This design comes from an exercise in tuning for small area, a short achievable clock period and few clock cycles on the open sky130 flow, not from production work. In this exercise RTL edits were held to simulation tests only and were not proved equivalent to the original. Power is estimated from default activity; no workload was simulated.

Setup of job 101:
==> module add_ks, before the edit <==
module add_ks #(
    parameter int W = 29
) (
    input  logic [W-1:0] a,
    input  logic [W-1:0] b,
    output logic [W-1:0] y
);
    localparam int L = $clog2(W);
    logic [L:0][W-1:0] g;
    logic [L:0][W-1:0] p;
    always_comb begin
        g[0] = a & b;
        p[0] = a ^ b;
        for (int l = 0; l < L; l++) begin
            for (int i = 0; i < W; i++) begin
                if (i >= (1 << l)) begin
                    g[l+1][i] = g[l][i] | (p[l][i] & g[l][i - (1 << l)]);
                    p[l+1][i] = p[l][i] & p[l][i - (1 << l)];
                end else begin
                    g[l+1][i] = g[l][i];
                    p[l+1][i] = p[l][i];
                end
            end
        end
    end
    assign y = p[0] ^ {g[L][W-2:0], 1'b0};
endmodule
==> module matvec_top, before the edit <==
module matvec_top (
    input  logic               clk,
    input  logic               reset,
    input  logic               input_valid,
    output logic               input_ready,
    input  matvec_pkg::elem_t  input_data,
    input  logic               new_matrix,
    output logic               output_valid,
    input  logic               output_ready,
    output matvec_pkg::acc_t   output_data
);
    localparam int N  = 8;
    localparam int IW = 14;
    localparam int AW = 28;
    localparam int D  = 12;             
    localparam logic [AW-1:0] ACC_MAX = {1'b0, {(AW-1){1'b1}}};
    localparam logic [AW-1:0] ACC_MIN = {1'b1, {(AW-1){1'b0}}};
    logic [2:0] ph;        
    logic [2:0] col;       
    logic [2:0] row;       
    logic [1:0] mode;      
    logic [4:0] owed;      
    logic       accept;
    logic       x_word;
    logic       mat_word;
    logic       last_x;
    logic [2:0] ph_n, col_n, row_n;
    logic [1:0] mode_n;
    logic [4:0] owed_n;
    logic       ready_q;
    assign x_word   = (mode == 2'd2) || ((mode == 2'd0) && !new_matrix);
    assign mat_word = (mode == 2'd1) || ((mode == 2'd0) && new_matrix);
    assign input_ready = ready_q;
    assign accept = input_valid && ready_q && !reset;
    assign last_x = accept && (mode == 2'd2) && (col == 3'd7);
    always_comb begin
        ph_n   = ph + 3'd1;
        col_n  = col;
        row_n  = row;
        mode_n = mode;
        if (accept) begin
            col_n = col + 3'd1;
            case (mode)
                2'd0: mode_n = new_matrix ? 2'd1 : 2'd2;
                2'd1: begin
                    if (col == 3'd7) begin
                        row_n = row + 3'd1;
                        if (row == 3'd7) mode_n = 2'd2;
                    end
                end
                default: begin
                    if (col == 3'd7) mode_n = 2'd0;
                end
            endcase
        end
        if (reset) begin
            ph_n   = '0;
            col_n  = '0;
            row_n  = '0;
            mode_n = 2'd0;
        end
    end
    always_ff @(posedge clk) begin
        ph      <= ph_n;
        col     <= col_n;
        row     <= row_n;
        mode    <= mode_n;
        ready_q <= (ph_n == col_n) &&
                   !((mode_n == 2'd2) && (col_n == 3'd7) && (owed_n > 5'(D - N)));
    end
    logic [N-1:0][N-1:0][IW-1:0] ring;
    for (genvar r = 0; r < N; r++) begin : g_ring
        always_ff @(posedge clk) begin
            for (int k = 0; k < N - 1; k++) ring[r][k] <= ring[r][k+1];
            if (accept && mat_word && (row == 3'(r))) ring[r][N-1] <= input_data;
            else                                      ring[r][N-1] <= ring[r][0];
        end
    end
    logic [N-1:0][6:0] xone, xtwo, xneg;
    logic [N+1:0]      fl;      
    logic [N+1:0]      ll;      
    logic [IW:0]       xb;
    logic [6:0]        one_in, two_in, neg_in;
    assign xb = {input_data, 1'b0};
    for (genvar i = 0; i < 7; i++) begin : g_rec
        assign one_in[i] = xb[2*i+1] ^ xb[2*i];
        assign two_in[i] = (xb[2*i+2] & ~xb[2*i+1] & ~xb[2*i]) |
                           (~xb[2*i+2] & xb[2*i+1] & xb[2*i]);
        assign neg_in[i] = xb[2*i+2];
    end
    always_ff @(posedge clk) begin
        xone[0] <= (accept && x_word) ? one_in : '0;
        xtwo[0] <= (accept && x_word) ? two_in : '0;
        xneg[0] <= (accept && x_word) ? neg_in : '0;
        for (int k = 1; k < N; k++) begin
            xone[k] <= xone[k-1];
            xtwo[k] <= xtwo[k-1];
            xneg[k] <= xneg[k-1];
        end
    end
    always_ff @(posedge clk) begin
        if (reset) begin
            fl <= '0;
            ll <= '0;
        end else begin
            fl <= {fl[N:0], accept && x_word && (col == 3'd0)};
            ll <= {ll[N:0], last_x};
        end
    end
    logic [N-1:0][AW-1:0] acc;
    logic [N-1:0][AW-1:0] push_terms;
    for (genvar r = 0; r < N; r++) begin : g_row
        logic [IW-1:0] w;
        logic [AW:0]   s, c, t_q, u_q;
        logic [AW:0]   a, hs, hc, sum;
        assign w = ring[r][N-1-r];
        mul_csa u_mul (
            .w   (w),
            .one (xone[r]),
            .two (xtwo[r]),
            .neg (xneg[r]),
            .s (s),
            .c (c)
        );
        assign a  = {acc[r][AW-1], acc[r]};
        assign hs = fl[r+1] ? t_q : (a ^ t_q);
        assign hc = (u_q | (a & t_q & {(AW+1){!fl[r+1]}})) << 1;
        add_sk #(.W(AW + 1)) u_add (
            .a (hs),
            .b (hc),
            .y (sum)
        );
        always_ff @(posedge clk) begin
            t_q <= s ^ c;
            u_q <= s & c;
            if (sum[AW] != sum[AW-1]) acc[r] <= sum[AW] ? ACC_MIN : ACC_MAX;
            else                      acc[r] <= sum[AW-1:0];
        end
        assign push_terms[r] = ll[r+2] ? acc[r] : '0;
    end
    localparam int NE = D - 1;
    logic [NE-1:0][AW-1:0] fe;
    logic [NE-1:0]         wp, rp;      
    logic [3:0]            n;           
    logic                  ov;
    logic [AW-1:0]         oq;
    logic                  push, pop, load, take;
    logic [AW-1:0]         din, head, nextval;
    always_comb begin
        din = '0;
        for (int r = 0; r < N; r++) din = din | push_terms[r];
        head = '0;
        for (int i = 0; i < NE; i++) head = head | (rp[i] ? fe[i] : '0);
    end
    logic       avail;
    logic [3:0] n_keep, n_take;
    logic [4:0] owed_keep, owed_pop;
    assign push      = |ll[N+1:2];
    assign avail     = (n != 4'd0) || push;
    assign load      = !ov || output_ready;
    assign pop       = ov && output_ready;
    assign take      = load && avail;
    assign nextval   = (n != 4'd0) ? head : din;
    assign owed_n    = reset ? 5'd0 : (pop ? owed_pop : owed_keep);
    assign n_keep    = n + 4'(push);
    assign n_take    = n_keep - 4'd1;
    assign owed_keep = owed + (last_x ? 5'd8 : 5'd0);
    assign owed_pop  = owed_keep - 5'd1;
    always_ff @(posedge clk) begin
        for (int i = 0; i < NE; i++) begin
            if (push && wp[i]) fe[i] <= din;
        end
        if (load) oq <= nextval;
    end
    always_ff @(posedge clk) begin
        if (reset) begin
            wp   <= NE'(1);
            rp   <= NE'(1);
            n    <= '0;
            ov   <= 1'b0;
            owed <= '0;
        end else begin
            if (push) wp <= {wp[NE-2:0], wp[NE-1]};
            if (take) rp <= {rp[NE-2:0], rp[NE-1]};
            n    <= take ? n_take : n_keep;
            ov   <= avail || (ov && !output_ready);
            owed <= owed_n;
        end
    end
    assign output_valid = ov;
    assign output_data  = oq;
endmodule
make LEC_CHECK=0 CAP_MARGIN=20 CORE_MARGIN=2 CORE_UTILIZATION=75 CTS_CLUSTER_DIAMETER=150 CTS_CLUSTER_SIZE=24 SETUP_SLACK_MARGIN=4.7 SLEW_MARGIN=20 finish   # period 8.0 ns
run.sh (not shown) runs the stock make flow with config.mk's settings and CLKGATE_MAP_FILE= SYNTH_SCRIPT=/design/flow/synth_recipe.tcl, a recipe that flattens the netlist after the stock synthesis.
Job 101: done, clean on timing, DRC and antenna
Testbench counts of job 101, summed over its fixed seeds: cycles 5,464.
diff inputs: job 101 => job 102
--- a/flow/design.v
+++ b/flow/design.v
@@ -336,33 +336,6 @@
     end
     assign y = p[0] ^ {g[L][W-2:0], 1'b0};
 endmodule
-module add_ks #(
-    parameter int W = 29
-) (
-    input  logic [W-1:0] a,
-    input  logic [W-1:0] b,
-    output logic [W-1:0] y
-);
-    localparam int L = $clog2(W);
-    logic [L:0][W-1:0] g;
-    logic [L:0][W-1:0] p;
-    always_comb begin
-        g[0] = a & b;
-        p[0] = a ^ b;
-        for (int l = 0; l < L; l++) begin
-            for (int i = 0; i < W; i++) begin
-                if (i >= (1 << l)) begin
-                    g[l+1][i] = g[l][i] | (p[l][i] & g[l][i - (1 << l)]);
-                    p[l+1][i] = p[l][i] & p[l][i - (1 << l)];
-                end else begin
-                    g[l+1][i] = g[l][i];
-                    p[l+1][i] = p[l][i];
-                end
-            end
-        end
-    end
-    assign y = p[0] ^ {g[L][W-2:0], 1'b0};
-endmodule
 `timescale 1ns/1ps
 module matvec_top (
     input  logic               clk,
@@ -488,9 +461,9 @@
             .s (s),
             .c (c)
         );
-        assign a  = {acc[r][AW-1], acc[r]};
-        assign hs = fl[r+1] ? t_q : (a ^ t_q);
-        assign hc = (u_q | (a & t_q & {(AW+1){!fl[r+1]}})) << 1;
+        assign a  = fl[r+1] ? '0 : {acc[r][AW-1], acc[r]};
+        assign hs = a ^ t_q;
+        assign hc = (u_q | (a & t_q)) << 1;
         add_sk #(.W(AW + 1)) u_add (
             .a (hs),
             .b (hc),
[summary]
Job 101 tops out at a lower clock frequency than job 102.
Area: job 102 vs job 101 -> job 102 larger
The setup slack of job 102 is larger than that of job 101.
For job 101, the critical path launch point was ring[596], unlike job 102, where it was fl[3].
Summary of job 102 over job 101: proportion of power drawn by flip-flops and latches shows a reduction of 3.8 points; multi-input gate share of total cell area decreased by 0.27 points relative to the old numbers.
Relative to job 101, static leakage power decreased by about 0.8% in job 102.
For job 102, the slowest library cell on the worst path was sky130_fd_sc_hd__dfxtp_4, unlike job 101, where it was sky130_fd_sc_hd__xor2_1.
Row count of clock-buffer cells in the layout: job 102 higher / job 101 lower
Delta (job 102 minus job 101): worst hold margin now sits higher, post-DP HPWL went down about 2.3%.
Testbench counts of job 102, summed over its fixed seeds: cycles 5,464.

## separate check: timing with driven ports
No port has a modelled driver above. Below, the same layouts with a new extraction and two added sets of constraints. Step 1 (the two cells are an assumption about what drives the block):
set clk [get_ports {clk}]
set_driving_cell -lib_cell sky130_fd_sc_hd__clkbuf_16 $clk
set_driving_cell -lib_cell sky130_fd_sc_hd__buf_2 [delete_from_list [all_inputs] $clk]
Step 2 moves the port delays by t, midway between the first and last clock arrival at a register: inputs arrive t later, outputs are due t later. That takes back most of the time a late clock gives input paths. a / b / c = no drivers / after step 1 / after step 2; a / b = the first two.
run	t (ns)	setup slack, ns	hold WS [ns]	worst setup path after step 2	cell pins on the clock port's net
job 101	0.873	4.126 / 4.126 / 3.847	0.313 / 0.313 / 0.313	input to register	1
job 102	0.883	4.344 / 4.344 / 3.908	0.319 / 0.319 / 0.319	input to register	1
After both steps setup and hold are still met in every run listed. The setup slack of job 102, which loses most, moves by 0.000 ns with the drivers and by -0.436 ns with both steps.
